This design comes from an exercise in tuning for small area and a short achievable clock period on the open sky130 flow, not from production work.
In this exercise RTL edits were held to simulation tests only and were not proved equivalent to the original.
No activity file was given, so power comes from the tool's default toggle rates.

**flow/design.v**
```verilog
package cnn_pkg;
    localparam int DATA_W   = 21;
    localparam int POOL_W   = DATA_W - 1;
    localparam int MAX_W    = 256;
    localparam int DIM_W    = 9;
    localparam int LB_DEPTH = MAX_W / 2;
    localparam int LB_AW    = $clog2(LB_DEPTH);
    localparam logic [DIM_W-1:0] MAX_W_DIM = DIM_W'(MAX_W);
    typedef enum logic {
        IDLE = 1'b0,
        RUN  = 1'b1
    } state_t;
endpackage
import cnn_pkg::*;
module pool_line_buffer
(
    input  logic              clk,
    input  logic              sh,
    input  logic [POOL_W-1:0] din,
    input  logic [3:0]        fsel,
    input  logic [3:0]        dsel,
    input  logic [7:0]        csel,
    output logic [POOL_W-1:0] tap
);
    localparam int NF = 4;
    localparam int ND = 12;
    localparam int NC = 111;
    logic [POOL_W-1:0] f [NF];
    logic [POOL_W-1:0] d [ND];
    logic [POOL_W-1:0] c [NC];
    logic [POOL_W-1:0] g1, g2;
    always_comb begin
        g1 = '0;
        for (int i = 0; i < NF; i++) begin
            g1 = g1 | (f[i] & {POOL_W{fsel[i]}});
        end
        g2 = g1 & {POOL_W{dsel[0]}};
        for (int b = 1; b < 4; b++) begin
            g2 = g2 | (d[4*b-1] & {POOL_W{dsel[b]}});
        end
        tap = g2 & {POOL_W{csel[0]}};
        for (int a = 1; a < 8; a++) begin
            tap = tap | (c[16*a-2] & {POOL_W{csel[a]}});
        end
    end
    always_ff @(posedge clk) begin
        if (sh) begin
            f[0] <= din;
            for (int i = 1; i < NF; i++) begin
                f[i] <= f[i-1];
            end
            d[0] <= g1;
            for (int j = 1; j < ND; j++) begin
                d[j] <= d[j-1];
            end
            c[0] <= g2;
            for (int j = 1; j < NC; j++) begin
                c[j] <= c[j-1];
            end
        end
    end
endmodule
import cnn_pkg::*;
module relu_maxpool
(
    input  logic              clk,
    input  logic              rst,
    input  logic              clear,
    input  logic              start,
    input  logic [DIM_W-1:0]  map_width,
    input  logic [DIM_W-1:0]  map_height,
    input  logic [DATA_W-1:0] in_data,
    input  logic              in_valid,
    output logic [POOL_W-1:0] out,
    output logic              done,
    output logic              frame_done,
    output logic              busy,
    output logic              cfg_err
);
    logic               busy_q, done_q, frame_done_q, cfg_err_q;
    logic [DIM_W-1:0]   w_q, ccnt_q, rcnt_q;      
    logic               lastc_q, lastr_q, codd_q, rodd_q;
    logic [POOL_W-1:0]  m_q;                      
    logic [POOL_W-1:0]  pm_q;                     
    logic [POOL_W-1:0]  lb_q;                     
    logic [POOL_W-1:0]  out_q;
    logic               sh_q;                     
    logic [3:0]         fsel_q, dsel_q;
    logic [7:0]         csel_q;
    logic               p1_q;
    logic               accept, pair_ev, dims_ok;
    logic [POOL_W-1:0]  vraw, m_d, pm_d, lb_d, tap;
    logic               neg, lb_use, lb_pm, lb_tap, lastp_q;
    logic [6:0]         sx_q;
    logic [3:0]         fsel_d, dsel_d;
    logic [7:0]         csel_d;
    always_comb begin
        vraw    = in_data[POOL_W-1:0];
        neg     = in_data[DATA_W-1];
        accept  = busy_q && in_valid;
        pair_ev = accept && codd_q;
        dims_ok = (map_width >= DIM_W'(2)) && (map_width <= MAX_W_DIM) &&
                  (map_height >= DIM_W'(2));
        lb_use  = busy_q && (rodd_q ^ lastp_q);
        lb_pm   = lb_use && p1_q;
        lb_tap  = lb_use && !p1_q;
    end
    pool_max   u_max_even (.a(lb_q), .v(vraw), .neg(neg), .y(m_d));
    pool_max_k u_max_odd  (.a(m_q),  .v(vraw), .neg(neg), .y(pm_d),
                           .k(lb_pm), .t(tap), .kt(lb_tap), .yk(lb_d));
    always_comb begin
        fsel_d = '0;
        dsel_d = '0;
        csel_d = '0;
        fsel_d[sx_q[1:0]] = 1'b1;
        dsel_d[sx_q[3:2]] = 1'b1;
        csel_d[sx_q[6:4]] = 1'b1;
    end
    always_ff @(posedge clk) begin
        if (w_q[8]) begin
            sx_q <= 7'd127;
        end else if (w_q[7:1] <= 7'd17) begin
            sx_q <= w_q[7:1] - 7'd2;
        end else begin
            sx_q <= w_q[7:1] - 7'd1;
        end
        p1_q   <= (w_q[8:1] == 8'd1);
        fsel_q <= fsel_d;
        dsel_q <= dsel_d;
        csel_q <= csel_d;
    end
    always_ff @(posedge clk) begin
        if (rst || clear) begin
            busy_q       <= 1'b0;
            done_q       <= 1'b0;
            frame_done_q <= 1'b0;
            out_q        <= '0;
            if (rst) begin
                cfg_err_q <= 1'b0;
            end
        end else begin
            done_q       <= pair_ev && rodd_q;
            frame_done_q <= accept && lastc_q && lastr_q;
            if (!busy_q && start) begin
                if (dims_ok) begin
                    busy_q    <= 1'b1;
                    cfg_err_q <= 1'b0;
                end else begin
                    cfg_err_q <= 1'b1;
                end
            end
            if (accept && lastc_q && lastr_q) begin
                busy_q <= 1'b0;
            end
            if (pair_ev && rodd_q) begin
                out_q <= pm_d;
            end
        end
    end
    always_ff @(posedge clk) begin
        if (!busy_q && start) begin
            w_q     <= map_width;
            ccnt_q  <= map_width;
            rcnt_q  <= map_height;
            lastc_q <= 1'b0;
            lastp_q <= (map_width <= DIM_W'(3));
            lastr_q <= 1'b0;
            codd_q  <= 1'b0;
            rodd_q  <= 1'b0;
        end else if (accept) begin
            if (lastc_q) begin
                ccnt_q  <= w_q;
                lastc_q <= 1'b0;
                lastp_q <= (w_q <= DIM_W'(3));
                codd_q  <= 1'b0;
                rcnt_q  <= rcnt_q - DIM_W'(1);
                lastr_q <= (rcnt_q == DIM_W'(2));
                rodd_q  <= !rodd_q;
            end else begin
                ccnt_q  <= ccnt_q - DIM_W'(1);
                lastc_q <= (ccnt_q == DIM_W'(2));
                lastp_q <= (ccnt_q <= DIM_W'(3));
                codd_q  <= !codd_q;
            end
        end
        if (!codd_q) begin
            m_q <= m_d;
        end
        if (codd_q) begin
            pm_q <= pm_d;
        end
        if (codd_q || !busy_q) begin
            lb_q <= lb_d;
        end
        sh_q <= pair_ev;
    end
    pool_line_buffer u_line_buf (
        .clk  (clk),
        .sh   (sh_q),
        .din  (pm_q),
        .fsel (fsel_q),
        .dsel (dsel_q),
        .csel (csel_q),
        .tap  (tap)
    );
    assign out        = out_q;
    assign done       = done_q;
    assign frame_done = frame_done_q;
    assign busy       = busy_q;
    assign cfg_err    = cfg_err_q;
endmodule
module pool_max_pfx
(
    input  logic [POOL_W-1:0] a,
    input  logic [POOL_W-1:0] v,
    input  logic              neg,
    output logic [POOL_W-1:0] gn,
    output logic [POOL_W-1:0] en
);
    localparam int LV = $clog2(POOL_W);    
    function automatic integer done_lv;
        input integer i;
        integer k;
        begin
            done_lv = 0;
            for (k = 0; k <= LV; k = k + 1) begin
                if (i + (1 << k) < POOL_W) done_lv = k + 1;
            end
        end
    endfunction
    logic [POOL_W-1:0] g [LV+1];
    logic [POOL_W-1:0] e [LV+1];
    logic [POOL_W-1:0] gx, ex;             
    for (genvar i = 0; i < POOL_W; i++) begin : g_bit0
        pool_max_bit u_b (.a(a[i]), .v(v[i]), .neg(neg), .g(g[0][i]), .e(e[0][i]));
    end
    for (genvar i = 0; i < POOL_W; i++) begin : g_inv
        if (done_lv(i) < LV) begin : g_x
            pool_max_inv u_i (.a(g[done_lv(i)][i]), .y(gx[i]));
            pool_max_inv u_j (.a(e[done_lv(i)][i]), .y(ex[i]));
        end else begin : g_nx
            assign gx[i] = 1'b0;
            assign ex[i] = 1'b0;
        end
    end
    for (genvar k = 0; k < LV; k++) begin : g_lv
        for (genvar i = 0; i < POOL_W; i++) begin : g_bit
            if (i + (1 << k) < POOL_W) begin : g_comb
                if (k % 2 == 0) begin : g_t
                    pool_max_ct u_c (.gh(g[k][i+(1<<k)]), .eh(e[k][i+(1<<k)]),
                                     .gl(g[k][i]), .el(e[k][i]),
                                     .gn(g[k+1][i]), .en(e[k+1][i]));
                end else begin : g_n
                    pool_max_cn u_c (.gnh(g[k][i+(1<<k)]), .enh(e[k][i+(1<<k)]),
                                     .gnl(g[k][i]), .enl(e[k][i]),
                                     .g(g[k+1][i]), .e(e[k+1][i]));
                end
            end else if ((k + 1 - done_lv(i)) % 2 == 0) begin : g_same
                assign g[k+1][i] = g[done_lv(i)][i];
                assign e[k+1][i] = e[done_lv(i)][i];
            end else begin : g_flip
                assign g[k+1][i] = gx[i];
                assign e[k+1][i] = ex[i];
            end
        end
    end
    for (genvar i = 0; i < POOL_W - 1; i++) begin : g_out
        assign gn[i] = g[LV][i+1];
        assign en[i] = e[LV][i+1];
    end
    assign gn[POOL_W-1] = 1'b1;
    assign en[POOL_W-1] = 1'b0;
endmodule
module pool_max
(
    input  logic [POOL_W-1:0] a,
    input  logic [POOL_W-1:0] v,
    input  logic              neg,
    output logic [POOL_W-1:0] y
);
    logic [POOL_W-1:0] gn, en;
    pool_max_pfx u_p (.a(a), .v(v), .neg(neg), .gn(gn), .en(en));
    for (genvar i = 0; i < POOL_W - 1; i++) begin : g_out
        pool_max_out u_o (.a(a[i]), .v(v[i]), .neg(neg), .gn(gn[i]), .en(en[i]), .y(y[i]));
    end
    assign y[POOL_W-1] = a[POOL_W-1] | (v[POOL_W-1] & ~neg);
endmodule
module pool_max_k
(
    input  logic [POOL_W-1:0] a,
    input  logic [POOL_W-1:0] v,
    input  logic              neg,
    output logic [POOL_W-1:0] y,
    input  logic              k,
    input  logic [POOL_W-1:0] t,
    input  logic              kt,
    output logic [POOL_W-1:0] yk
);
    logic [POOL_W-1:0] gn, en;
    pool_max_pfx u_p (.a(a), .v(v), .neg(neg), .gn(gn), .en(en));
    for (genvar i = 0; i < POOL_W - 1; i++) begin : g_out
        pool_max_out u_o (.a(a[i]), .v(v[i]), .neg(neg), .gn(gn[i]), .en(en[i]), .y(y[i]));
        pool_max_outk u_k (.a(a[i]), .v(v[i]), .neg(neg), .gn(gn[i]), .en(en[i]),
                           .k(k), .t(t[i]), .kt(kt), .y(yk[i]));
    end
    assign y[POOL_W-1]  = a[POOL_W-1] | (v[POOL_W-1] & ~neg);
    assign yk[POOL_W-1] = (k & y[POOL_W-1]) | (kt & t[POOL_W-1]);
endmodule
module pool_max_bit
(
    input  logic a,
    input  logic v,
    input  logic neg,
    output logic g,
    output logic e
);
    logic b;
    assign b = v & ~neg;
    assign g = a & ~b;
    assign e = ~(a ^ b);
endmodule
module pool_max_ct
(
    input  logic gh,
    input  logic eh,
    input  logic gl,
    input  logic el,
    output logic gn,
    output logic en
);
    assign gn = ~(gh | (eh & gl));
    assign en = ~(eh & el);
endmodule
module pool_max_cn
(
    input  logic gnh,
    input  logic enh,
    input  logic gnl,
    input  logic enl,
    output logic g,
    output logic e
);
    assign g = ~(gnh & (enh | gnl));
    assign e = ~(enh | enl);
endmodule
module pool_max_inv
(
    input  logic a,
    output logic y
);
    assign y = ~a;
endmodule
module pool_max_out
(
    input  logic a,
    input  logic v,
    input  logic neg,
    input  logic gn,
    input  logic en,
    output logic y
);
    logic b;
    assign b = v & ~neg;
    assign y = (a & ~(gn & en)) | (b & gn);
endmodule
module pool_max_outk
(
    input  logic a,
    input  logic v,
    input  logic neg,
    input  logic gn,
    input  logic en,
    input  logic k,
    input  logic t,
    input  logic kt,
    output logic y
);
    logic b;
    assign b = v & ~neg;
    assign y = (k & a & ~(gn & en)) | (k & b & gn) | (kt & t);
endmodule
```
**flow/run.sh**
```bash
#!/bin/bash
# synth_recipe.tcl (not shown) runs the flow's synth.tcl, then flattens the netlist and writes it again
# the make line also repeats each setting of config.mk as NAME=value (left out here)
make -C /OpenROAD-flow-scripts/flow DESIGN_CONFIG=/design/flow/config.mk WORK_HOME=/design/flow/orfs CLKGATE_MAP_FILE= SYNTH_SCRIPT=/design/flow/synth_recipe.tcl finish
```
**flow/config.mk**
```make
export PLATFORM = sky130hd
export DESIGN_NAME = relu_maxpool
export DESIGN_NICKNAME = relu_maxpool
export VERILOG_FILES = /design/flow/design.v
export SDC_FILE = /design/flow/constraint.sdc
export NUM_CORES = 4
export LEC_CHECK = 0
export CAP_MARGIN = 20
export CORE_MARGIN = 2
export CORE_UTILIZATION = 60
export CTS_CLUSTER_DIAMETER = 120
export CTS_CLUSTER_SIZE = 30
export SETUP_SLACK_MARGIN = 3.3
export SLEW_MARGIN = 20
export SYNTH_HIERARCHICAL = 1
```
**flow/constraint.sdc**
```tcl
create_clock -name core_clock -period 5.5 [get_ports {clk}]
set_input_delay 1.1000 -clock core_clock [delete_from_list [all_inputs] [get_ports {clk}]]
set_output_delay 1.1000 -clock core_clock [all_outputs]
set_load 0.01 [all_outputs]
```
==> summary.txt, run 1 <==
final hold vios=0; Ys Warns=16; share of cells above drive strength 1=between 10% and 20%; LEAKAGE=between 20 and 30 nW; first drt pass iteration count=6; Starting Density=between 60% and 70%; WL/cell=23.06 µm; Max Clock Skew=about 0.036 ns; worst IR drop on VDD=0.0002584 V; clk sinks=2,681; CP max-delay cell=ha_4; r2r startpoint=csel_q[1]; CP arrival=3.02 ns; Clock Path Buffers=3; Die Ht=386.0 µm; total chip power=around 33 mW; crit path max fanout=8; DRC violations left=0; CP top delay family=compound AO/OA/AOI/OAI gates; Crit. Startpoint=in_data[20]; RSZ-0062 raised after global routing=yes; clk root buf=clkbuf_16; Non-Filler Instances=a little over 6,000; Mapped Nets=about 4,000; critical path launch point type=primary input; Syn Area/Cell=approximately 23 µm²; Setup crit end=m_q[2]; final wirelength=roughly 140 mm; die area=between 100,000 and 150,000 µm²; fin crit period=2.518 ns; die width=just under 400 µm; Slew @ Worst Pin=1.063 ns; status=finished clean; DRT antenna net count=0; CTS Buf Count=100; Nets=around 4,200; first-pass GRT wire length=between 200 and 250 mm; WP data required=approximately 6.0 ns; Fmax achieved=397.2 MHz; Rel. slew slack=between 20% and 30%; # Max-Cap Violations=0; Clk Latency, worst-skew pair=approximately 0.75 ns; WP depth=12; Hold Path Class=register to register; Setup CP Type=primary input to register; Synth Cell Area=between 80,000 and 90,000 µm²; buffers and inverters on the worst path=3; Core Footprint=around 150,000 µm²; CTS tree=done; Final setup viols=0; gr ovfl total=0; PwrDens=around 340 nW/µm²; vias per cell=around 5.7; CTS H-Tree Depth=3; # diodes=0; Reg clk slew, reported paths=approximately 0.11 ns; Cells after Synth=between 3,000 and 4,000; Synth-to-Final Area Change=9.924%; largest net degree at the start of global routing=around 200; vias in the first global route=32,990; DR iter-0 viols=between 3,000 and 4,000; num rows=140; hold_buf cts=0; # IOs=68; crit-path cells=buf_16 -> buf_12 -> buf_12 -> nand2b_4 -> ha_4 -> a21oi_4 -> o21ai_2 -> a21oi_2 -> o21ai_2 -> a21oi_4 -> nand2_1 -> a32o_1; slowest stage delay, CP=around 0.27 ns; number of port buffers=67; Critical Path Sink Type=register; HPWL after DPL=approximately 76 mm; Layout Utilization=66.26%; worst r2r path cells=8; reg-to-reg endpoint=lb_q[9]; placed cell count=roughly 5,800; FF-to-FF setup slack=about 3.2 ns; GR Util All Layers=18.45%; setup TNS=0 ns; final-report max-slew violation count=0; final period utilization=a little under half; initial antenna violation count=6; vias after detailed routing=between 30,000 and 40,000; RD Place Congestion=between 0.8 and 0.9
worst register-to-register path, cell delays in order (launching register included):
cell and delay, ns:
dfxtp_4 0.38, buf_12 0.14, buf_16 0.16, buf_12 0.16, a222oi_1 0.39, nand3_2 0.26, a221o_1 0.43, nand2_1 0.11
o211ai_2 0.09
routing by layer:
metal  share of wire (%)  global-route usage, %  wire (µm)  vias up
met1                  49                  30.36      68980    17926
li1                    -                      -          -    15564
met4                 2.9                  5.664       4081        0
met2                  43                  25.87      60600      774
met3                 4.3                  2.667       6077      177
met5                   0                      0          0        -
cells in the final DEF (no fill, tap or decap), types with 12 or more instances in the layout:
cell type	count
a21o_1	23
a21oi_1	32
a21oi_2	34
a21oi_4	42
a221o_1	20
a222oi_1	20
a22oi_1	100
a32o_1	28
and2_1	22
buf_12	28
buf_4	93
buf_6	34
clkbuf_1	29
clkbuf_16	102
clkdlybuf4s50_1	23
dfxtp_1	19
dfxtp_2	20
dfxtp_4	13
edfxtp_1	2629
ha_1	13
ha_4	35
inv_1	83
inv_2	14
nand2_1	239
nand2_2	31
nand2_4	12
nand2b_1	15
nand2b_4	29
nand3_1	13
nand3_2	12
nand4b_1	20
nor2_1	64
nor2_4	18
o211ai_2	18
o21ai_1	13
o21ai_2	37
o21ai_4	20
xnor2_1	12
state kept, by name, indices dropped and copies added, names as in the netlist, 4 cells and up:
register      cells
csel_q            8
m_q              20
dsel_q            4
fsel_q            4
w_q               9
lb_q             20
pm_q             20
sx_q              7
out_q            20
u_line_buf.c   2220
ccnt_q            9
rcnt_q            9
u_line_buf.f     80
u_line_buf.d    240
worst min-delay path by stage:
stage	start	endpoint	slack, ns	depth (start not counted)
final	u_line_buf.c[83][13]	u_line_buf.c[84][13]	0.41	0
after global routing	u_line_buf.c[48][18]	u_line_buf.c[49][18]	0.41	0
after CTS	u_line_buf.c[42][1]	u_line_buf.c[43][1]	0.41	0
after detailed placement	u_line_buf.c[99][16]	u_line_buf.c[100][16]	0.40	0
after global placement	u_line_buf.c[0][12]	u_line_buf.c[1][12]	0.40	0
after floorplan	u_line_buf.c[99][0]	u_line_buf.c[100][0]	0.40	0
where the power goes:
part	internal, mW	switching, mW
logic	0.673	0.989
registers	22.2	0.134
clock network	3.48	5.48
final cells by class:
type	count	area, µm²
inverters	102	405.4
multi-input cells	1017	8304
flip-flops and latches	2681	80060
repair buffers	204	2225
clock buffers	131	2661
well taps	1917	2399
fillers	9185	48990
clock inverters	8	170.2
per-stage QoR:
step / setup slack, ns / hold WS [ns] / area [µm²]
3_5_place_dp: 1.354 / 0.4045 / 90710
6_report: 2.982 / 0.4100 / 96220
2_1_floorplan: -12.70 / 0.4003 / 87540
4_1_cts: 3.054 / 0.4064 / 95520
5_1_grt: 3.019 / 0.4090 / 96220
3_3_place_gp: 1.402 / 0.4001 / 90710
timing repair:
item,4_1_cts,5_1_grt
endpoints found under the setup margin,1097,81
setup buffers,58,27
pin swaps,107,116
gates cloned,5,0
gates resized for setup,482,115
==> run 2, diff against run 1 <==
--- a/flow/design.v
+++ b/flow/design.v
@@ -213,7 +213,6 @@
 (
     input  logic [POOL_W-1:0] a,
     input  logic [POOL_W-1:0] v,
-    input  logic              neg,
     output logic [POOL_W-1:0] gn,
     output logic [POOL_W-1:0] en
 );
@@ -232,7 +231,7 @@
     logic [POOL_W-1:0] e [LV+1];
     logic [POOL_W-1:0] gx, ex;             
     for (genvar i = 0; i < POOL_W; i++) begin : g_bit0
-        pool_max_bit u_b (.a(a[i]), .v(v[i]), .neg(neg), .g(g[0][i]), .e(e[0][i]));
+        pool_max_bit u_b (.a(a[i]), .v(v[i]), .g(g[0][i]), .e(e[0][i]));
     end
     for (genvar i = 0; i < POOL_W; i++) begin : g_inv
         if (done_lv(i) < LV) begin : g_x
@@ -279,7 +278,7 @@
     output logic [POOL_W-1:0] y
 );
     logic [POOL_W-1:0] gn, en;
-    pool_max_pfx u_p (.a(a), .v(v), .neg(neg), .gn(gn), .en(en));
+    pool_max_pfx u_p (.a(a), .v(v), .gn(gn), .en(en));
     for (genvar i = 0; i < POOL_W - 1; i++) begin : g_out
         pool_max_out u_o (.a(a[i]), .v(v[i]), .neg(neg), .gn(gn[i]), .en(en[i]), .y(y[i]));
     end
@@ -297,7 +296,7 @@
     output logic [POOL_W-1:0] yk
 );
     logic [POOL_W-1:0] gn, en;
-    pool_max_pfx u_p (.a(a), .v(v), .neg(neg), .gn(gn), .en(en));
+    pool_max_pfx u_p (.a(a), .v(v), .gn(gn), .en(en));
     for (genvar i = 0; i < POOL_W - 1; i++) begin : g_out
         pool_max_out u_o (.a(a[i]), .v(v[i]), .neg(neg), .gn(gn[i]), .en(en[i]), .y(y[i]));
         pool_max_outk u_k (.a(a[i]), .v(v[i]), .neg(neg), .gn(gn[i]), .en(en[i]),
@@ -310,14 +309,11 @@
 (
     input  logic a,
     input  logic v,
-    input  logic neg,
     output logic g,
     output logic e
 );
-    logic b;
-    assign b = v & ~neg;
-    assign g = a & ~b;
-    assign e = ~(a ^ b);
+    assign g = a & ~v;
+    assign e = ~(a ^ v);
 endmodule
 module pool_max_ct
 (
@@ -359,9 +355,7 @@
     input  logic en,
     output logic y
 );
-    logic b;
-    assign b = v & ~neg;
-    assign y = (a & ~(gn & en)) | (b & gn);
+    assign y = (a & (neg | ~(gn & en))) | (v & gn & ~neg);
 endmodule
 module pool_max_outk
 (
@@ -375,7 +369,5 @@
     input  logic kt,
     output logic y
 );
-    logic b;
-    assign b = v & ~neg;
-    assign y = (k & a & ~(gn & en)) | (k & b & gn) | (kt & t);
+    assign y = (k & a & (neg | ~(gn & en))) | (k & v & gn & ~neg) | (kt & t);
 endmodule
--- a/flow/config.mk
+++ b/flow/config.mk
@@ -10,6 +10,6 @@
 export CORE_UTILIZATION = 60
 export CTS_CLUSTER_DIAMETER = 120
 export CTS_CLUSTER_SIZE = 30
-export SETUP_SLACK_MARGIN = 3.3
+export SETUP_SLACK_MARGIN = 3.5
 export SLEW_MARGIN = 20
 export SYNTH_HIERARCHICAL = 1
==> summary.txt, run 2 <==
status=finished clean; Nets=4,206 (+0.14%); final hold vios=0 (unchanged); hold_buf cts=0 (unchanged); Ys Warns=16 (unchanged); Critical Path Sink Type=output pin; Setup CP Type=register to output pin; num rows=140 (unchanged); first drt pass iteration count=7 (+1); setup TNS=0 ns (unchanged); DRC violations left=0 (unchanged); Worst Hold Depth=0 (unchanged); Synth Cell Area=87,630 µm² (+0.11%); largest register by flop count=u_line_buf.c; number of port buffers=67 (unchanged); commonest non-fill, non-tap cell in the layout=edfxtp_1; LEAKAGE=25.93 nW (-0.26%); vias per cell=5.716 (+0.57%); Reg power frac=68.6% (+0.8 points); clk sinks=2,681 (unchanged); number of flip-flops under the largest register name=2,220 (unchanged); WP data required=4.40 ns (-1.61 ns); clk root buf=clkbuf_16; Final setup viols=0 (unchanged); Fmax achieved=424.6 MHz (+6.9%); RSZ-0062 raised after global routing=yes; worst IR drop on VDD=0.0002492 V (-3.6%); slowest stage delay, CP=0.41 ns (+0.14 ns); Clock power frac=27.4% (+0.2 points); buffers and inverters on the worst path=1 (-2); largest net degree at the start of global routing=234 (+19%); vias in the first global route=33,419 (+1.3%); Core Footprint=145,400 µm² (+0.12%); CP top delay family=flip-flops; initial antenna violation count=3 (-3); share of cells above drive strength 1=16.18% (+0.084 points); final wirelength=137.9 mm (-1.3%); crit-path cells=buf_6; # Max-Cap Violations=0 (unchanged); Syn Area/Cell=22.60 µm² (+0.11%); Regs by FF count=u_line_buf.c (2220), u_line_buf.d (240), u_line_buf.f (80); PwrDens=338.4 nW/µm² (-1.2%); crit path max fanout=2 (-6); worst r2r path cells=7 (-1); Cells after Synth=3,878 (unchanged); total chip power=32.57 mW (-1.2%); gr ovfl total=0 (unchanged); Clock Path Buffers=3 (unchanged); RD Place Congestion=0.8251 (-2.6%); GR Util All Layers=18.21% (-0.23 points); Max Clock Skew=0.02683 ns (-0.009058 ns); final-report max-slew violation count=0 (unchanged); WP depth=1 (-11); final period utilization=42.82% (-3.0 points); DR iter-0 viols=3,504 (-6.0%); sw frac=19.56% (-0.48 points); Mapped Nets=3,972 (unchanged); Reg clk slew, reported paths=0.11 ns (about the same); WL/cell=22.76 µm (-1.3%); die area=149,100 µm² (+0.11%); Die Ht=386.2 µm (about the same); CTS H-Tree Depth=3 (unchanged); Clk Latency, worst-skew pair=0.72 ns (-0.03 ns); Starting Density=60.27% (about the same); # IOs=68 (unchanged); vias after detailed routing=34,627 (+0.54%); Slew @ Worst Pin=0.9704 ns (-0.09227 ns); CTS Buf Count=100 (unchanged); first-pass GRT wire length=204.7 mm (about the same); Internal Pwr Total=26.20 mW (-0.58%); Synth-to-Final Area Change=9.822% (about the same); HPWL after DPL=74.86 mm (-1.1%); DRT antenna net count=0 (unchanged); Hold Path Class=register to register; Switching Power=6.370 mW (-3.5%); CP arrival=1.26 ns (-1.76 ns); Rel. slew slack=35.30% (+6.2 points); Comb pwr share=4.0% (-1.0 points); die width=386.2 µm (about the same); CTS tree=done; most frequent cells in the layout=edfxtp_1 (2,629), nand2_1 (198), inv_1 (105); critical path launch point type=register; FF-to-FF setup slack=3.24 ns (+0.09 ns); fin crit period=2.355 ns (-0.1624 ns); CP max-delay cell=dfxtp_4
run 2: cell types whose count changed in the layout (fill, tap and decap cells not counted), sizes merged, moves of 9 or more:
| cell | delta |
|---|---|
| and3b | +19 |
| buf | +10 |
| nand2b | -38 |
| clkbuf | -9 |
| inv | +38 |
| nand2 | -38 |
| and2 | -19 |
| nand3b | +38 |
run 2: through the flow:
stage / instances / setup WS [ns] / cell area (µm²) / hold WS, ns / util [%]
finish: 6058 / 3.145 / 96240 / 0.3988 / 66.19
global route: 6058 / 3.076 / 96240 / 0.4107 / 66.19
CTS: 6033 / 3.083 / 95690 / 0.4015 / 65.82
detailed placement: 5827 / 1.640 / 90780 / 0.4045 / 62.44
global placement: 5826 / 1.610 / 90750 / 0.4005 / 62.42
floorplan: 3878 / -12.70 / 87640 / 0.4003 / -
run 2: final cells by class:
| cell class | count | area (µm²) |
|---|---|---|
| clock inverters | 6 | 122.6 |
| fillers | 9316 | 49150 |
| inverters | 140 | 543.0 |
| clock buffers | 124 | 2656 |
| multi-input cells | 979 | 8092 |
| well taps | 1917 | 2399 |
| repair buffers | 209 | 2342 |
| repair inverters | 1 | 6.256 |
| flip-flops and latches | 2681 | 80080 |
| diodes | 1 | 2.502 |
run 2: layer usage:
layer | GRT usage [%] | vias up | wire [µm]
met5 | 0 | - | 0
met4 | 4.989 | 0 | 3114
met3 | 2.465 | 153 | 6428
met2 | 26.10 | 716 | 60890
met1 | 29.86 | 18182 | 67450
li1 | - | 15576 | -
run 2: power by group through the flow:
stage	Clock [mW]	Sequential [mW]	Combinational (mW)
after CTS	9.34	22.3	1.24
after detailed placement	0	22.8	0.927
after global routing	9.98	22.3	1.40
after floorplan	0	22.8	0.629
after global placement	0	22.8	0.915
final	8.92	22.3	1.31
run 2: path summary, 6_finish.rpt:
path	from	endpoint
setup / recovery	out_q[1]	out[1]
hold / removal	u_line_buf.c[98][0]	u_line_buf.c[99][0]
setup reg to reg	csel_q[1]	lb_q[19]
hold reg to reg	u_line_buf.c[98][0]	u_line_buf.c[99][0]
run 2: timing repair:
item,in CTS,in global routing
endpoints found under the setup margin,1838,427
cloned,4,1
gates resized for setup,560,90
buffers inserted,72,22
pin swaps,130,89
==> run 3, diff against run 2 <==
--- a/flow/config.mk
+++ b/flow/config.mk
@@ -10,6 +10,6 @@
 export CORE_UTILIZATION = 60
 export CTS_CLUSTER_DIAMETER = 120
 export CTS_CLUSTER_SIZE = 30
-export SETUP_SLACK_MARGIN = 3.5
+export SETUP_SLACK_MARGIN = 3.3
 export SLEW_MARGIN = 20
 export SYNTH_HIERARCHICAL = 1
==> summary.txt, run 3 <==
status=finished clean; DR iter-0 viols=3,418 (-2.5%); Reg clk slew, reported paths=0.11 ns (about the same); worst IR drop on VDD=0.0002513 V (+0.85%); crit-path cells=buf_6; Syn Area/Cell=22.60 µm² (unchanged); Cells after Synth=3,878 (unchanged); GR Util All Layers=18.04% (-0.18 points); initial antenna violation count=3 (unchanged); final hold vios=0 (unchanged); gr ovfl total=0 (unchanged); RD Place Congestion=0.8251 (unchanged); commonest non-fill, non-tap cell in the layout=edfxtp_1; crit path max fanout=2 (unchanged); Clock Path Buffers=3 (unchanged); number of port buffers=67 (unchanged); Clock power frac=27.5% (about the same); first drt pass iteration count=6 (-1); WL/cell=22.77 µm (about the same); slowest stage delay, CP=0.41 ns (about the same); die width=386.2 µm (unchanged); Max Clock Skew=0.02662 ns (-0.0002164 ns); Internal Pwr Total=26.12 mW (-0.29%); Ys Warns=16 (unchanged); CP max-delay cell=dfxtp_4; # IOs=68 (unchanged); Final setup viols=0 (unchanged); CP top delay family=flip-flops; clk root buf=clkbuf_16; # Max-Cap Violations=0 (unchanged); vias per cell=5.698 (-0.32%); number of flip-flops under the largest register name=2,220 (unchanged); Setup WS pre-CTS=1.640 ns (unchanged); Setup CP Type=register to output pin; Starting Density=60.27% (unchanged); clk sinks=2,681 (unchanged); Rel. slew slack=41.29% (+6.0 points); Nets=4,161 (-1.1%); HPWL after DPL=74.86 mm (unchanged); CTS tree=done; setup TNS=0 ns (unchanged); most frequent cells in the layout=edfxtp_1 (2,629), nand2_1 (217), inv_1 (123); vias in the first global route=33,139 (-0.84%); critical path launch point type=register; Comb pwr share=3.6% (-0.4 points); PwrDens=340.5 nW/µm² (+0.62%); Die Ht=386.2 µm (unchanged); Regs by FF count=u_line_buf.c (2220), u_line_buf.d (240), u_line_buf.f (80); Worst Slack Setup Final=3.147 ns (+0.001990 ns); final-report max-slew violation count=0 (unchanged); buffers and inverters on the worst path=1 (unchanged); Hold Path Class=register to register; Clk Latency, worst-skew pair=0.72 ns (about the same); Synth-to-Final Area Change=8.702%; Critical Path Sink Type=output pin; vias after detailed routing=34,261 (-1.1%); Switching Power=6.312 mW (-0.91%); Mapped Nets=3,972 (unchanged); die area=149,100 µm² (unchanged); CP arrival=1.25 ns (about the same); WP data required=4.40 ns (about the same); CTS Buf Count=100 (unchanged); fin crit period=2.353 ns (-0.001990 ns); LEAKAGE=25.50 nW (-1.7%); DRC violations left=0 (unchanged); DRT antenna net count=0 (unchanged); total chip power=32.43 mW (-0.41%); Synth Cell Area=87,630 µm² (unchanged); first-pass GRT wire length=202.8 mm (-0.91%); Core Footprint=145,400 µm² (unchanged); Reg power frac=68.9% (+0.3 points); FF-to-FF setup slack=3.21 ns (-0.03 ns); sw frac=19.46% (-0.098 points); Slew @ Worst Pin=0.8806 ns (-0.08984 ns); num rows=140 (unchanged); largest net degree at the start of global routing=234 (unchanged); share of cells above drive strength 1=13.77% (-2.4 points); final wirelength=136.9 mm (-0.69%); largest register by flop count=u_line_buf.c; Fmax achieved=424.9 MHz (about the same); final period utilization=42.79% (about the same); RSZ-0062 raised after global routing=yes; CTS H-Tree Depth=3 (unchanged)
## run 3: power by group through the flow
stage               sequential [mW]  combinational, mW  clock [mW]
floorplan                      22.8              0.629           0
global placement               22.8              0.915           0
detailed placement             22.8              0.927           0
CTS                            22.3               1.08        9.34
global route                   22.3               1.26        9.98
finish                         22.3               1.18        8.92
## run 3: cell type report
cell class	instances	area (µm²)
repair buffers	166	1878
well taps	1917	2399
clock inverters	6	122.6
multi-input cells	978	7585
fillers	9417	50130
flip-flops and latches	2681	80080
clock buffers	124	2656
inverters	140	539.3
diodes	1	2.502
## run 3: repair_timing
item                                    in CTS  in global routing
pin swaps                                   39                 64
hold endpoints to repair                     0                  0
gates resized for setup                    387                114
hold buffers                                 0                  0
endpoints found under the setup margin     719                494
gates cloned                                 2                  3
setup buffers                               35                 14
## run 3: stage by stage
stage	instance area (µm²)	utilization (%)	std cells	hold slack (ns)
6_report	95260	65.52	6013	0.3990
5_1_grt	95260	65.52	6012	0.4107
4_1_cts	94550	65.03	5994	0.4015
3_5_place_dp	90780	62.44	5827	0.4045
3_3_place_gp	90750	62.42	5826	0.4005
2_1_floorplan	87640	-	3878	0.4003
## run 3: per-layer routing
metal	track usage [%]	share of wire (%)	vias to the layer above
met5	0	0	-
met4	4.795	2.1	0
met3	2.508	4.8	143
met2	25.83	44	708
met1	29.61	49	17917
li1	-	-	15493
## run 3: worst paths after layout
check | startpoint | endpoint | cells past startpoint
min reg2reg | u_line_buf.c[98][0] | u_line_buf.c[99][0] | 0
max | out_q[1] | out[1] | 1
min | u_line_buf.c[98][0] | u_line_buf.c[99][0] | 0
max reg2reg | csel_q[1] | lb_q[15] | 7
==> run 4, diff against run 3 <==
--- a/flow/design.v
+++ b/flow/design.v
@@ -80,17 +80,16 @@
     logic               busy_q, done_q, frame_done_q, cfg_err_q;
     logic [DIM_W-1:0]   w_q, ccnt_q, rcnt_q;      
     logic               lastc_q, lastr_q, codd_q, rodd_q;
-    logic [POOL_W-1:0]  m_q;                      
+    logic [POOL_W-1:0]  a_q;                      
     logic [POOL_W-1:0]  pm_q;                     
-    logic [POOL_W-1:0]  lb_q;                     
     logic [POOL_W-1:0]  out_q;
     logic               sh_q;                     
     logic [3:0]         fsel_q, dsel_q;
     logic [7:0]         csel_q;
     logic               p1_q;
     logic               accept, pair_ev, dims_ok;
-    logic [POOL_W-1:0]  vraw, m_d, pm_d, lb_d, tap;
-    logic               neg, lb_use, lb_pm, lb_tap, lastp_q;
+    logic [POOL_W-1:0]  vraw, y, a_d, tap;
+    logic               neg, lb_use, a_y, a_tap, a_en, lastp_q;
     logic [6:0]         sx_q;
     logic [3:0]         fsel_d, dsel_d;
     logic [7:0]         csel_d;
@@ -102,12 +101,12 @@
         dims_ok = (map_width >= DIM_W'(2)) && (map_width <= MAX_W_DIM) &&
                   (map_height >= DIM_W'(2));
         lb_use  = busy_q && (rodd_q ^ lastp_q);
-        lb_pm   = lb_use && p1_q;
-        lb_tap  = lb_use && !p1_q;
+        a_y     = busy_q && (!codd_q || (lb_use && p1_q));
+        a_tap   = codd_q && lb_use && !p1_q;
+        a_en    = !busy_q || (accept && (codd_q || !lastc_q));
     end
-    pool_max   u_max_even (.a(lb_q), .v(vraw), .neg(neg), .y(m_d));
-    pool_max_k u_max_odd  (.a(m_q),  .v(vraw), .neg(neg), .y(pm_d),
-                           .k(lb_pm), .t(tap), .kt(lb_tap), .yk(lb_d));
+    pool_max_k u_max (.a(a_q), .v(vraw), .neg(neg), .y(y),
+                      .k(a_y), .t(tap), .kt(a_tap), .yk(a_d));
     always_comb begin
         fsel_d = '0;
         dsel_d = '0;
@@ -153,7 +152,7 @@
                 busy_q <= 1'b0;
             end
             if (pair_ev && rodd_q) begin
-                out_q <= pm_d;
+                out_q <= y;
             end
         end
     end
@@ -183,14 +182,11 @@
                 codd_q  <= !codd_q;
             end
         end
-        if (!codd_q) begin
-            m_q <= m_d;
+        if (a_en) begin
+            a_q <= a_d;
         end
         if (codd_q) begin
-            pm_q <= pm_d;
-        end
-        if (codd_q || !busy_q) begin
-            lb_q <= lb_d;
+            pm_q <= y;
         end
         sh_q <= pair_ev;
     end
@@ -270,20 +266,6 @@
     assign gn[POOL_W-1] = 1'b1;
     assign en[POOL_W-1] = 1'b0;
 endmodule
-module pool_max
-(
-    input  logic [POOL_W-1:0] a,
-    input  logic [POOL_W-1:0] v,
-    input  logic              neg,
-    output logic [POOL_W-1:0] y
-);
-    logic [POOL_W-1:0] gn, en;
-    pool_max_pfx u_p (.a(a), .v(v), .gn(gn), .en(en));
-    for (genvar i = 0; i < POOL_W - 1; i++) begin : g_out
-        pool_max_out u_o (.a(a[i]), .v(v[i]), .neg(neg), .gn(gn[i]), .en(en[i]), .y(y[i]));
-    end
-    assign y[POOL_W-1] = a[POOL_W-1] | (v[POOL_W-1] & ~neg);
-endmodule
 module pool_max_k
 (
     input  logic [POOL_W-1:0] a,
--- a/flow/config.mk
+++ b/flow/config.mk
@@ -10,6 +10,6 @@
 export CORE_UTILIZATION = 60
 export CTS_CLUSTER_DIAMETER = 120
 export CTS_CLUSTER_SIZE = 30
-export SETUP_SLACK_MARGIN = 3.3
+export SETUP_SLACK_MARGIN = 3.2
 export SLEW_MARGIN = 20
 export SYNTH_HIERARCHICAL = 1
==> summary.txt, run 4 <==
Switching Power=5.902 mW (-6.5%); most frequent cells in the layout=edfxtp_1 (2,609), nand2_1 (194), clkbuf_16 (100); clk root buf=clkbuf_16; # Max-Cap Violations=0 (unchanged); CTS Buf Count=98 (-2.0%); Clock power frac=27.9% (+0.4 points); placed cell count=5,533 (-5.0%); gr ovfl total=0 (unchanged); vias per cell=5.647 (-0.90%); CTS H-Tree Depth=3 (unchanged); Crit. Startpoint=cfg_err_q; Ys Warns=16 (unchanged); DRT antenna net count=0 (unchanged); hold_ws=0.3894 ns (-0.009603 ns); clk sinks=2,661 (-0.75%); GR Util All Layers=16.93% (-1.1 points); DRC violations left=0 (unchanged); vias in the first global route=30,589 (-7.7%); fin crit period=2.377 ns (+0.02341 ns); Synth Cell Area=85,300 µm² (-2.7%); final-report max-slew violation count=0 (unchanged); Core Footprint=141,400 µm² (-2.7%); DR iter-0 viols=3,496 (+2.3%); largest net degree at the start of global routing=224 (-4.3%); WP depth=1 (unchanged); Mapped Nets=3,672 (-7.6%); CP arrival=1.28 ns (+0.03 ns); status=finished clean; vias after detailed routing=32,175 (-6.1%); final-layout fill cell count=9,126 (-3.1%); number of flip-flops under the largest register name=2,220 (unchanged); CP max-delay cell=edfxtp_1; Die Ht=381.1 µm (-1.3%); WP data required=4.40 ns (about the same); slowest stage delay, CP=0.39 ns (-0.02 ns); worst r2r path cells=6 (-1); Fmax achieved=420.7 MHz (-0.98%); critical path launch point type=register; largest register by flop count=u_line_buf.c; RSZ-0062 raised after global routing=yes; final period utilization=43.21% (+0.43 points); Clk Latency, worst-skew pair=0.74 ns (+0.02 ns); die width=381.1 µm (-1.3%); Reg clk slew, reported paths=0.12 ns (about the same); Final setup viols=0 (unchanged); num rows=138 (-1.4%); share of cells above drive strength 1=10.95% (-2.8 points); sw frac=18.69% (-0.77 points); first drt pass iteration count=6 (unchanged); Comb pwr share=2.3% (-1.3 points); hold_buf cts=0 (unchanged); Layout Utilization=65.17% (-0.35 points); commonest non-fill, non-tap cell in the layout=edfxtp_1; Reg power frac=69.9% (+1.0 points); crit path max fanout=1 (-1); Rel. slew slack=24.10% (-17 points); LEAKAGE=24.33 nW (-4.6%); Non-Filler Instances=5,698 (-5.2%); Synth-to-Final Area Change=8.035%; Slew @ Worst Pin=1.139 ns (+0.2579 ns); buffers and inverters on the worst path=1 (unchanged); die area=145,200 µm² (-2.6%); setup TNS=0 ns (unchanged); Cells after Synth=3,597 (-7.2%); Critical Path Sink Type=output pin; Syn Area/Cell=23.71 µm² (+4.9%); CTS tree=done; first-pass GRT wire length=187.1 mm (-7.7%); number of port buffers=67 (unchanged); WL/cell=21.91 µm (-3.8%); final hold vios=0 (unchanged); Internal Pwr Total=25.68 mW (-1.7%); total chip power=31.58 mW (-2.6%); Clock Path Buffers=3 (unchanged); r2r startpoint=csel_q[3]; worst IR drop on VDD=0.0002998 V (+19%); Setup CP Type=register to output pin; Max Clock Skew=0.04347 ns (+0.01685 ns); FF-to-FF setup slack=3.27 ns (+0.06 ns); Starting Density=60.32% (about the same); # IOs=68 (unchanged); final wirelength=124.9 mm (-8.8%); CP top delay family=flip-flops; reg-to-reg endpoint=a_q[15]; Hold Path Class=register to register; RD Place Congestion=0.7844 (-4.9%); Setup crit end=cfg_err; initial antenna violation count=13 (+10); crit-path cells=buf_2; HPWL after DPL=66.85 mm (-11%); Nets=3,848 (-7.5%); Regs by FF count=u_line_buf.c (2220), u_line_buf.d (240), u_line_buf.f (80); PwrDens=342.7 nW/µm² (+0.65%)
[run 4: metrics by stage]
step | setup WS, ns | cell area, µm²
2_1_floorplan | -12.70 | 85310
3_3_place_gp | 1.670 | 88510
3_5_place_dp | 1.614 | 88520
4_1_cts | 3.003 | 91900
5_1_grt | 3.039 | 92150
6_report | 3.123 | 92160
[run 4: worst min path at each step]
| stage | from | cells after the start | end |
|---|---|---|---|
| 2_1_floorplan | u_line_buf.c[99][0] | 0 | u_line_buf.c[100][0] |
| 3_3_place_gp | u_line_buf.c[6][9] | 0 | u_line_buf.c[7][9] |
| 3_5_place_dp | u_line_buf.c[104][17] | 0 | u_line_buf.c[105][17] |
| 4_1_cts | u_line_buf.c[29][12] | 0 | u_line_buf.c[30][12] |
| 5_1_grt | u_line_buf.c[29][12] | 0 | u_line_buf.c[30][12] |
| 6_report | u_line_buf.c[29][12] | 0 | u_line_buf.c[30][12] |
[run 4: repair_timing]
item,4_1_cts,5_1_grt
setup endpoints to repair,1010,165
buffers inserted,18,12
endpoints found under the hold margin,0,0
pin swaps,31,31
resized for setup,274,59
[run 4: power by group through the flow]
stage                     Combinational, mW  Sequential [mW]  Clock (mW)
after floorplan                       0.366             22.6           0
after CTS                             0.692             22.1        9.20
final                                 0.715             22.1        8.80
after detailed placement              0.641             22.5           0
after global routing                  0.770             22.1        9.82
after global placement                0.627             22.5           0
[run 4: routing by layer]
metal | vias to the layer above | track usage [%] | share of wire, %
li1 | 14525 | - | -
met1 | 16824 | 28.87 | 51
met2 | 678 | 23.24 | 42
met3 | 144 | 2.599 | 4.7
met4 | 4 | 4.172 | 2.2
met5 | - | 0 | 0.018
[run 4: final cells by class]
class	instances	area (µm²)	area share, %
repair buffers	142	1460	1.584
inverters	75	290.3	0.3150
flip-flops and latches	2661	79460	86.23
clock buffers	128	2618	2.840
diodes	1	2.502	0.002715
well taps	1890	2365	2.566
clock inverters	6	102.6	0.1113
multi-input cells	795	5854	6.353
==> run 5, diff against run 4 <==
--- a/flow/config.mk
+++ b/flow/config.mk
@@ -10,6 +10,6 @@
 export CORE_UTILIZATION = 60
 export CTS_CLUSTER_DIAMETER = 120
 export CTS_CLUSTER_SIZE = 30
-export SETUP_SLACK_MARGIN = 3.2
+export SETUP_SLACK_MARGIN = 3.3
 export SLEW_MARGIN = 20
 export SYNTH_HIERARCHICAL = 1
==> summary.txt, run 5 <==
Critical Path Sink Type=output pin; DRC violations left=0 (unchanged); DR iter-0 viols=3,423 (-2.1%); critical path launch point type=register; initial antenna violation count=13 (unchanged); CTS H-Tree Depth=3 (unchanged); clk sinks=2,661 (unchanged); CP max-delay cell=edfxtp_1; Hold Path Class=register to register; Fmax achieved=420.5 MHz (about the same); CP arrival=1.28 ns (about the same); Cells after Synth=3,597 (unchanged); final hold vios=0 (unchanged); slowest stage delay, CP=0.39 ns (about the same); Crit. Startpoint=cfg_err_q; most frequent cells in the layout=edfxtp_1 (2,609), nand2_1 (183), clkbuf_16 (100); Syn Area/Cell=23.71 µm² (unchanged); num rows=138 (unchanged); worst r2r path cells=10 (+4); vias in the first global route=30,693 (+0.34%); LEAKAGE=24.51 nW (+0.74%); status=finished clean; vias after detailed routing=32,298 (+0.38%); Synth Cell Area=85,300 µm² (unchanged); RD Place Congestion=0.7844 (unchanged); CP top delay family=flip-flops; PwrDens=341.5 nW/µm² (-0.35%); Synth-to-Final Area Change=8.521%; largest register by flop count=u_line_buf.c; die width=381.1 µm (unchanged); Hold Startpoint=u_line_buf.c[37][12]; r2r startpoint=a_q[8]; number of flip-flops under the largest register name=2,220 (unchanged); RSZ-0062 raised after global routing=yes; Core Footprint=141,400 µm² (unchanged); setup TNS=0 ns (unchanged); Regs by FF count=u_line_buf.c (2220), u_line_buf.d (240), u_line_buf.f (80); crit path max fanout=1 (unchanged); share of cells above drive strength 1=12.49% (+1.5 points); GR Util All Layers=16.98% (+0.043 points); Clock Path Buffers=3 (unchanged); Reg clk slew, reported paths=0.12 ns (about the same); fin crit period=2.378 ns (+0.001490 ns); Clk Latency, worst-skew pair=0.74 ns (about the same); largest net degree at the start of global routing=224 (unchanged); Setup CP Type=register to output pin; Mapped Nets=3,672 (unchanged); FF-to-FF setup slack=3.32 ns (+0.05 ns); Ys Warns=16 (unchanged); first drt pass iteration count=6 (unchanged); Worst Hold Depth=0 (unchanged); Max Clock Skew=0.03963 ns (-0.003834 ns); Nets=3,869 (+0.55%); final-layout fill cell count=9,092 (-0.37%); worst IR drop on VDD=0.0002997 V (about the same); final wirelength=125.4 mm (+0.45%); HPWL after DPL=66.85 mm (unchanged); # Max-Cap Violations=0 (unchanged); Final setup viols=0 (unchanged); buffers and inverters on the worst path=1 (unchanged); WL/cell=21.93 µm (about the same); reg-to-reg endpoint=out_q[0]; final period utilization=43.24% (about the same); Die Ht=381.1 µm (unchanged); CTS tree=done; commonest non-fill, non-tap cell in the layout=edfxtp_1; number of port buffers=67 (unchanged); Rel. slew slack=33.68% (+9.6 points); Starting Density=60.32% (unchanged); CTS Buf Count=98 (unchanged); DRT antenna net count=0 (unchanged); hold_buf cts=0 (unchanged); first-pass GRT wire length=187.6 mm (+0.26%); Slew @ Worst Pin=0.9948 ns (-0.1437 ns); gr ovfl total=0 (unchanged); Layout Utilization=65.46% (+0.29 points); final-report max-slew violation count=0 (unchanged); Worst Hold Path EP=u_line_buf.c[38][12]; clk root buf=clkbuf_16; vias per cell=5.647 (about the same); crit-path cells=buf_2; # IOs=68 (unchanged); WP data required=4.40 ns (about the same); die area=145,200 µm² (unchanged)
[run 5: final cells by class]
| class | count | area (µm²) | share of cell area, % |
|---|---|---|---|
| inverter | 75 | 290.3 | 0.3136 |
| sequential | 2661 | 79470 | 85.85 |
| antenna | 1 | 2.502 | 0.002703 |
| clock inverter | 6 | 102.6 | 0.1108 |
| timing repair buffer | 163 | 1714 | 1.852 |
| tap | 1890 | 2365 | 2.555 |
| multi-input combinational | 795 | 6007 | 6.489 |
| clock buffer | 128 | 2618 | 2.828 |
[run 5: worst max-delay path by stage]
stage	endpoint	slack (ns)	cells past startpoint
global placement	out_q[4]	1.67	11
global route	cfg_err	3.04	1
CTS	cfg_err	3.05	1
finish	cfg_err	3.12	1
detailed placement	out_q[4]	1.61	11
floorplan	u_line_buf.c[0][0]	-12.70	0
[run 5: power breakdown]
| part | internal [mW] | total (mW) | switching [mW] |
|---|---|---|---|
| Clock | 3.44 | 8.80 | 5.36 |
| Combinational | 0.268 | 0.745 | 0.477 |
| Sequential | 22.0 | 22.1 | 0.0768 |
[run 5: per-stage QoR]
| step | power (mW) | cells | worst slack, ns | hold WS (ns) | cell area (µm²) |
|---|---|---|---|---|---|
| final | 31.61 | 5719 | 3.122 | 0.3894 | 92570 |
| after floorplan | 22.92 | 3597 | -12.70 | 0.4003 | 85310 |
| after detailed placement | 23.18 | 5533 | 1.614 | 0.4045 | 88520 |
| after CTS | 32.00 | 5704 | 3.054 | 0.3790 | 92290 |
| after global routing | 32.70 | 5718 | 3.039 | 0.3966 | 92570 |
| after global placement | 23.16 | 5533 | 1.670 | 0.4002 | 88510 |
[run 5: timing repair]
item / CTS / global route
pin swaps: 57 / 41
buffers inserted: 37 / 13
resized for setup: 331 / 71
setup endpoints to repair: 1577 / 101
[run 5: metal layers]
metal | share of wire, % | wire, µm | GRT usage (%) | vias to the layer above
li1 | - | - | - | 14564
met1 | 51 | 63840 | 28.88 | 16910
met4 | 2.0 | 2569 | 4.201 | 4
met5 | 0.018 | 23 | 0 | -
met3 | 4.5 | 5666 | 2.604 | 148
met2 | 43 | 53320 | 23.36 | 672
==> run 6, diff against run 5 <==
--- a/flow/design.v
+++ b/flow/design.v
@@ -209,8 +209,8 @@
 (
     input  logic [POOL_W-1:0] a,
     input  logic [POOL_W-1:0] v,
-    output logic [POOL_W-1:0] gn,
-    output logic [POOL_W-1:0] en
+    output logic [POOL_W-2:0] gn,
+    output logic [POOL_W-2:0] en
 );
     localparam int LV = $clog2(POOL_W);    
     function automatic integer done_lv;
@@ -263,8 +263,6 @@
         assign gn[i] = g[LV][i+1];
         assign en[i] = e[LV][i+1];
     end
-    assign gn[POOL_W-1] = 1'b1;
-    assign en[POOL_W-1] = 1'b0;
 endmodule
 module pool_max_k
 (
@@ -277,15 +275,13 @@
     input  logic              kt,
     output logic [POOL_W-1:0] yk
 );
-    logic [POOL_W-1:0] gn, en;
+    logic [POOL_W-2:0] gn, en;
     pool_max_pfx u_p (.a(a), .v(v), .gn(gn), .en(en));
     for (genvar i = 0; i < POOL_W - 1; i++) begin : g_out
         pool_max_out u_o (.a(a[i]), .v(v[i]), .neg(neg), .gn(gn[i]), .en(en[i]), .y(y[i]));
-        pool_max_outk u_k (.a(a[i]), .v(v[i]), .neg(neg), .gn(gn[i]), .en(en[i]),
-                           .k(k), .t(t[i]), .kt(kt), .y(yk[i]));
     end
-    assign y[POOL_W-1]  = a[POOL_W-1] | (v[POOL_W-1] & ~neg);
-    assign yk[POOL_W-1] = (k & y[POOL_W-1]) | (kt & t[POOL_W-1]);
+    assign y[POOL_W-1] = a[POOL_W-1] | (v[POOL_W-1] & ~neg);
+    assign yk = (y & {POOL_W{k}}) | (t & {POOL_W{kt}});
 endmodule
 module pool_max_bit
 (
@@ -339,17 +335,3 @@
 );
     assign y = (a & (neg | ~(gn & en))) | (v & gn & ~neg);
 endmodule
-module pool_max_outk
-(
-    input  logic a,
-    input  logic v,
-    input  logic neg,
-    input  logic gn,
-    input  logic en,
-    input  logic k,
-    input  logic t,
-    input  logic kt,
-    output logic y
-);
-    assign y = (k & a & (neg | ~(gn & en))) | (k & v & gn & ~neg) | (kt & t);
-endmodule
--- a/flow/config.mk
+++ b/flow/config.mk
@@ -10,6 +10,6 @@
 export CORE_UTILIZATION = 60
 export CTS_CLUSTER_DIAMETER = 120
 export CTS_CLUSTER_SIZE = 30
-export SETUP_SLACK_MARGIN = 3.3
+export SETUP_SLACK_MARGIN = 3.0
 export SLEW_MARGIN = 20
 export SYNTH_HIERARCHICAL = 1
==> summary.txt, run 6 <==
DR iter-0 viols=3,600 (+5.2%); Final setup viols=0 (unchanged); Synth async-reset ratio=0%; largest register by flop count=u_line_buf.c; final hold vios=0 (unchanged); Clk Latency, worst-skew pair=0.73 ns (about the same); count leader, synth=edfxtp_1; crit-path cells=clkdlybuf4s15_2 -> inv_1 -> ha_2 -> a21oi_4 -> o21ai_4 -> a21oi_2 -> o21ai_2 -> a21oi_2 -> nand3b_1 -> a32o_1 -> a22o_1; Die Ht=379.9 µm (-0.30%); final period utilization=46.18% (+2.9 points); Critical Path Sink Type=register; CTS Buf Count=98 (unchanged); vias after detailed routing=31,577 (-2.2%); # diodes=0 (-1); Reg clk slew, reported paths=0.11 ns (about the same); first drt pass iteration count=5 (-1); CP top delay family=compound AO/OA/AOI/OAI gates; vias in the first global route=30,266 (-1.4%); CP max-delay cell=ha_2; critical path launch point type=primary input; RSZ-0062 raised after global routing=yes; CTS H-Tree Depth=3 (unchanged); clk root buf=clkbuf_16; vias per cell=5.641 (-0.12%); largest area contributor in the netlist=edfxtp_1; final-report max-slew violation count=0 (unchanged); Setup CP Type=primary input to register; Ys Warns=16 (unchanged); CP arrival=3.04 ns (+1.76 ns); Unique masters post-synth=54; DRT antenna net count=0 (unchanged); die width=379.9 µm (-0.30%); number of flip-flops under the largest register name=2,220 (unchanged); Non-Filler Instances=5,598 (-2.1%); status=finished clean; setup TNS=0 ns (unchanged); slowest stage delay, CP=0.30 ns (-0.09 ns); largest net degree at the start of global routing=223 (-0.45%); number of port buffers=67 (unchanged); #FFs+latches synth=between 2,000 and 3,000; share of cells above drive strength 1=9.538% (-2.9 points); share of the synthesized area in the top cell type=92.39%; initial antenna violation count=3 (-10); hold_ws=0.4112 ns (+0.02179 ns); Starting Density=60.62% (+0.30 points); num rows=137 (-0.72%); final-layout fill cell count=9,128 (+0.40%); Core Footprint=139,900 µm² (-1.1%); GR Util All Layers=16.75% (-0.22 points); Mapped Nets=3,601 (-1.9%); fin crit period=2.540 ns (+0.1616 ns); Clock Path Buffers=3 (unchanged); placed cell count=5,447 (-1.6%); DRC violations left=0 (unchanged); die area=144,300 µm² (-0.59%); Rel. slew slack=29.01% (-4.7 points); crit path max fanout=3 (+2); clk sinks=2,661 (unchanged); number of synthesized flops with an enable pin=approximately 2,600; LEAKAGE=24.00 nW (-2.1%); # Max-Cap Violations=0 (unchanged); commonest non-fill, non-tap cell in the layout=edfxtp_1; RD Place Congestion=0.7898 (+0.69%); PwrDens=345.4 nW/µm² (+1.1%); # IOs=68 (unchanged); gr ovfl total=0 (unchanged); worst IR drop on VDD=0.0002743 V (-8.5%); CTS tree=done; WL/cell=22.08 µm (+0.68%); synth cell count leaders=edfxtp_1 (2,609), nand2_1 (170), a22oi_1 (101), inv_1 (74), nor2_1 (65); Hold Path Class=register to register; Synth Cell Area=84,800 µm² (-0.59%); sequential element share of the synthesized area=93.62%; Max Clock Skew=0.02158 ns (-0.01805 ns); Synth Flop Type=edfxtp_1; final wirelength=123.6 mm (-1.5%); Slew @ Worst Pin=1.065 ns (+0.07006 ns); hold_buf cts=0 (unchanged); buffers and inverters on the worst path=2 (+1); Fmax achieved=393.7 MHz (-6.4%); first-pass GRT wire length=184.9 mm (-1.5%); WP data required=6.00 ns (+1.60 ns); HPWL after DPL=64.36 mm (-3.7%); Worst path most repeated cell=a21oi_2; Regs by FF count=u_line_buf.c (2220), u_line_buf.d (240), u_line_buf.f (80); Synth-to-Final Area Change=7.583%; Nets=3,767 (-2.6%); Cells after Synth=3,526 (-2.0%); main area contributors after synthesis=edfxtp_1 (92%), dfxtp_1 (1.2%), a22oi_1 (0.89%), nand2_1 (0.75%), ha_1 (0.46%); Syn Area/Cell=24.05 µm² (+1.4%); most frequent cells in the layout=edfxtp_1 (2,609), nand2_1 (158), a22oi_1 (101)
[run 6: worst paths after layout]
check                                           from              endpoint  slack, ns  cells past startpoint
worst max register to register               a_q[10]                a_q[0]       3.07                      9
worst min register to register  u_line_buf.c[60][13]  u_line_buf.c[61][13]       0.41                      0
worst max-delay path                     in_data[10]                a_q[0]       2.96                     11
worst min-delay path            u_line_buf.c[60][13]  u_line_buf.c[61][13]       0.41                      0
[run 6: metrics by stage]
step	setup WS [ns]	total power [mW]	utilization (%)	area [µm²]
2_1_floorplan	-12.70	22.90	-	84800
3_3_place_gp	1.537	23.15	62.88	87950
3_5_place_dp	1.532	23.16	62.88	87950
4_1_cts	2.973	31.88	65.09	91050
5_1_grt	2.874	32.57	65.22	91230
6_report	2.960	31.51	65.22	91230
[run 6: worst reg2reg max path, delay by kind of cell (launching register included)]
family | cells | cell delay, ns
adder cells (fa/ha/maj) | 1 | 0.38
flip-flops | 1 | 0.50
AND/OR/NAND/NOR | 1 | 0.09
AO/OA/AOI/OAI | 7 | 1.24
[run 6: layout make-up]
cell class	instances	area, µm²	share of cell area (%)
Clock inverter	5	73.82	0.08092
Tap cell	1876	2347	2.573
Clock buffer	125	2596	2.846
Inverter	75	284.0	0.3113
Multi-Input combinational cell	720	5179	5.677
Timing Repair Buffer	136	1311	1.437
Sequential cell	2661	79430	87.07
[run 6: metal layers]
metal  vias up  share of wire (%)  global-route usage [%]
met5         -                  0                       0
met4         0                1.6                   3.336
met2       623                 43                   23.53
met3       120                4.4                   2.482
li1      14212                  -                       -
met1     16622                 51                   28.48
[run 6: cell families after synthesis]
logic type	synth area share, %
flops	93.62
compound gates	3.118
simple gates	1.768
buf+inv	0.8012
fa+ha+maj	0.4574
xor+xnor	0.1756
mux	0.05902
[run 6: power by group]
| group | switching (mW) | internal (mW) |
|---|---|---|
| registers | 0.0711 | 22.0 |
| clock network | 5.39 | 3.37 |
| logic | 0.453 | 0.227 |
[run 6: timing repair]
item	CTS	global route
buffers inserted	16	4
gates resized for setup	186	45
hold endpoints to repair	0	0
pin swaps	32	11
setup endpoints to repair	298	169
[run 6: Yosys stat by module (local to each module, per instance)]
| module | times used | cell area, µm² | flops+latches | cells |
|---|---|---|---|---|
| pool_line_buffer | 1 | 78080 | 2540 | 2815 |
| relu_maxpool | 1 | 4760 | 121 | 420 |
| pool_max_k | 1 | 235.2 | 0 | 28 |
| pool_max_pfx | 1 | 120.1 | 0 | 16 |
| pool_max_out | 19 | 21.27 | 0 | 3 |
| pool_max_bit | 19 | 16.27 | 0 | 2 |
| pool_max_cn | 28 | 12.51 | 0 | 2 |
| pool_max_ct | 36 | 12.51 | 0 | 2 |
| pool_max_inv | 24 | 3.754 | 0 | 1 |
==> run 7, diff against run 6 <==
--- a/flow/config.mk
+++ b/flow/config.mk
@@ -10,6 +10,6 @@
 export CORE_UTILIZATION = 60
 export CTS_CLUSTER_DIAMETER = 120
 export CTS_CLUSTER_SIZE = 30
-export SETUP_SLACK_MARGIN = 3.0
+export SETUP_SLACK_MARGIN = 3.1
 export SLEW_MARGIN = 20
 export SYNTH_HIERARCHICAL = 1
==> summary.txt, run 7 <==
worst IR drop on VDD=0.0002742 V (about the same); critical path launch point type=primary input; vias in the first global route=30,286 (+0.066%); Max Clock Skew=0.02102 ns (-0.0005580 ns); Cells after Synth=3,526 (unchanged); share of cells above drive strength 1=10.60% (+1.1 points); WP data required=6.00 ns (about the same); first-pass GRT wire length=185.2 mm (+0.18%); Synth async-reset ratio=0% (unchanged); number of port buffers=67 (unchanged); Hold Path Class=register to register; vias after detailed routing=31,632 (+0.17%); RD Place Congestion=0.7898 (unchanged); DRT antenna net count=0 (unchanged); Synth Flop Type=edfxtp_1; Starting Density=60.62% (unchanged); Setup CP Type=primary input to register; # IOs=68 (unchanged); Syn Area/Cell=24.05 µm² (unchanged); initial antenna violation count=3 (unchanged); DRC violations left=0 (unchanged); count leader, synth=edfxtp_1; Fmax achieved=410.4 MHz (+4.2%); setup TNS=0 ns (unchanged); Ys Warns=16 (unchanged); Clock Path Buffers=3 (unchanged); Nets=3,772 (+0.13%); final hold vios=0 (unchanged); #FFs+latches synth=2,661 (unchanged); largest area contributor in the netlist=edfxtp_1; Die Ht=379.9 µm (unchanged); Reg clk slew, reported paths=0.11 ns (about the same); Regs by FF count=u_line_buf.c (2220), u_line_buf.d (240), u_line_buf.f (80); crit path max fanout=3 (unchanged); HPWL after DPL=64.36 mm (unchanged); clk root buf=clkbuf_16; CTS H-Tree Depth=3 (unchanged); die area=144,300 µm² (unchanged); DR iter-0 viols=3,566 (-0.94%); CTS tree=done; most frequent cells in the layout=edfxtp_1 (2,609), nand2_1 (153), a22oi_1 (100), clkbuf_16 (100), inv_1 (59); clk sinks=2,661 (unchanged); final wirelength=123.9 mm (+0.28%); placed cell count=5,447 (unchanged); largest register by flop count=u_line_buf.c; total chip power=31.52 mW (about the same); Synth Cell Area=84,800 µm² (unchanged); PwrDens=344.7 nW/µm² (-0.19%); number of flip-flops under the largest register name=2,220 (unchanged); GR Util All Layers=16.78% (+0.034 points); synth cell count leaders=edfxtp_1 (2,609), nand2_1 (170), a22oi_1 (101), inv_1 (74), nor2_1 (65); worst r2r path cells=10 (+1); Clk Latency, worst-skew pair=0.73 ns (about the same); final period utilization=44.30% (-1.9 points); Mapped Nets=3,601 (unchanged); largest net degree at the start of global routing=223 (unchanged); status=finished clean; final-report max-slew violation count=0 (unchanged); Synth-to-Final Area Change=7.843%; Final setup viols=0 (unchanged); Slew @ Worst Pin=1.098 ns (+0.03357 ns); Worst Hold Depth=0 (unchanged); vias per cell=5.646 (about the same); Non-Filler Instances=5,603 (+0.089%); CTS Buf Count=98 (unchanged); die width=379.9 µm (unchanged); num rows=137 (unchanged); Unique masters post-synth=54 (unchanged); # Max-Cap Violations=0 (unchanged); sequential element share of the synthesized area=93.62% (unchanged); gr ovfl total=0 (unchanged); first drt pass iteration count=6 (+1); Core Footprint=139,900 µm² (unchanged); commonest non-fill, non-tap cell in the layout=edfxtp_1; # diodes=0 (unchanged); main area contributors after synthesis=edfxtp_1 (92%), dfxtp_1 (1.2%), a22oi_1 (0.89%), nand2_1 (0.75%), ha_1 (0.46%); share of the synthesized area in the top cell type=92.39% (unchanged); LEAKAGE=24.06 nW (+0.28%); number of synthesized flops with an enable pin=2,609 (unchanged); CP arrival=2.94 ns (-0.10 ns); Critical Path Sink Type=register; RSZ-0062 raised after global routing=yes; hold_buf cts=0 (unchanged); fin crit period=2.437 ns (-0.1033 ns); WL/cell=22.12 µm (+0.19%); Rel. slew slack=26.72% (-2.3 points)
==> run 7: cell counts after synthesis <==
Identical to the previous run, type by type.
==> run 7: repair_timing <==
action / CTS / global route
gates resized for setup: 271 / 43
buffers inserted: 15 / 10
endpoints found under the setup margin: 949 / 443
pin swaps: 36 / 32
hold endpoints to repair: 0 / 0
==> run 7: logic make-up after synthesis <==
kind of cell    Yosys count  share of synthesized area (%)
buf+inv                 145                         0.8012
fa+ha+maj                31                         0.4574
simple gates            330                          1.768
xor+xnor                 17                         0.1756
compound gates          337                          3.118
flops                  2661                          93.62
mux                       5                        0.05902
==> run 7: where the power goes <==
part	switching, mW	leakage (nW)	internal, mW
Combinational	0.463	3.00	0.239
Clock	5.38	1.30	3.37
Sequential	0.0717	19.8	22.0
==> run 7: worst max-delay path, stage by stage <==
cell and delay (ns):
clkdlybuf4s15_2 0.24, inv_1 0.09, ha_4 0.30, nand2_1 0.14, nor2_4 0.14, a21oi_2 0.08
o21ai_2 0.14, a21oi_2 0.07, buf_4 0.13, a32o_2 0.28, a22o_1 0.22
==> run 7: stage by stage <==
stage / hold slack (ns) / utilization [%] / setup slack (ns) / instance area [µm²]
final: 0.4107 / 65.38 / 3.063 / 91450
after global routing: 0.4162 / 65.38 / 2.983 / 91450
after CTS: 0.4124 / 65.24 / 3.031 / 91260
after detailed placement: 0.4045 / 62.88 / 1.532 / 87950
after global placement: 0.4002 / 62.88 / 1.537 / 87950
after floorplan: 0.4003 / - / -12.70 / 84800
==> run 7: layout make-up <==
class                           count  area, µm²
Clock buffer                      125       2596
Clock inverter                      5      73.82
Fill cell                        9117      48430
Inverter                           75      290.3
Multi-Input combinational cell    720       5323
Sequential cell                  2661      79440
Tap cell                         1876       2347
Timing Repair Buffer              141       1373
==> run 7: routing by layer <==
layer | up-vias | track usage, % | share of wire (%)
met5 | - | 0 | 0
met4 | 0 | 3.277 | 1.6
met3 | 117 | 2.491 | 4.3
met2 | 619 | 23.57 | 43
met1 | 16673 | 28.57 | 51
li1 | 14223 | - | -
==> run 7: worst paths after layout <==
path | slack, ns | startpoint | endpoint
worst max-delay path | 3.06 | in_data[6] | a_q[0]
worst min-delay path | 0.41 | u_line_buf.c[60][13] | u_line_buf.c[61][13]
worst max register to register | 3.16 | a_q[10] | a_q[2]
worst min register to register | 0.41 | u_line_buf.c[60][13] | u_line_buf.c[61][13]
==> run 7: Yosys stat by module (local to each module, per instance), excerpt <==
module | cells | flops+latches
pool_line_buffer | 2815 | 2540
pool_max_bit | 2 | 0
pool_max_cn | 2 | 0
pool_max_inv | 1 | 0
pool_max_k | 28 | 0
pool_max_pfx | 16 | 0

port drivers added, routing unchanged:
The flow's constraints put no driver on any port. The routed layouts listed below were extracted and timed again, unchanged, in two steps. Step 1: set_driving_cell puts a clkbuf_16 on clk and a buf_2 on each other input, an assumption about the parent block. Step 2 also shifts input and output timing later by t, the mid clock arrival at the registers, as if the neighbouring blocks saw the same clock. Three values: ideal, step 1, step 2; two values: the first two.
| run | t, ns | slack for setup (ns) | worst setup path at the end | clock arrival spread, ns | worst slew at a driven data input, ns |
|---|---|---|---|---|---|
| run 1 | 0.815 | 2.982 / 2.848 / 2.033 | input to register | 0.042 / 0.043 | 0.34 |
| run 2 | 0.792 | 3.145 / 3.066 / 2.524 | input to register | 0.031 / 0.031 | 0.05 |
| run 3 | 0.791 | 3.147 / 3.069 / 2.510 | input to register | 0.032 / 0.032 | 0.04 |
| run 4 | 0.795 | 3.123 / 3.047 / 2.420 | input to register | 0.051 / 0.051 | 0.08 |
| run 5 | 0.792 | 3.122 / 3.046 / 2.503 | input to register | 0.053 / 0.053 | 0.08 |
| run 6 | 0.798 | 2.960 / 3.009 / 2.211 | input to register | 0.027 / 0.027 | 0.04 |
| run 7 | 0.798 | 3.063 / 3.037 / 2.316 | input to register | 0.026 / 0.026 | 0.04 |
After both steps setup and hold are still met in every run listed. The setup slack of run 1, which loses most, moves by -0.134 ns with the drivers and by -0.949 ns with both steps.
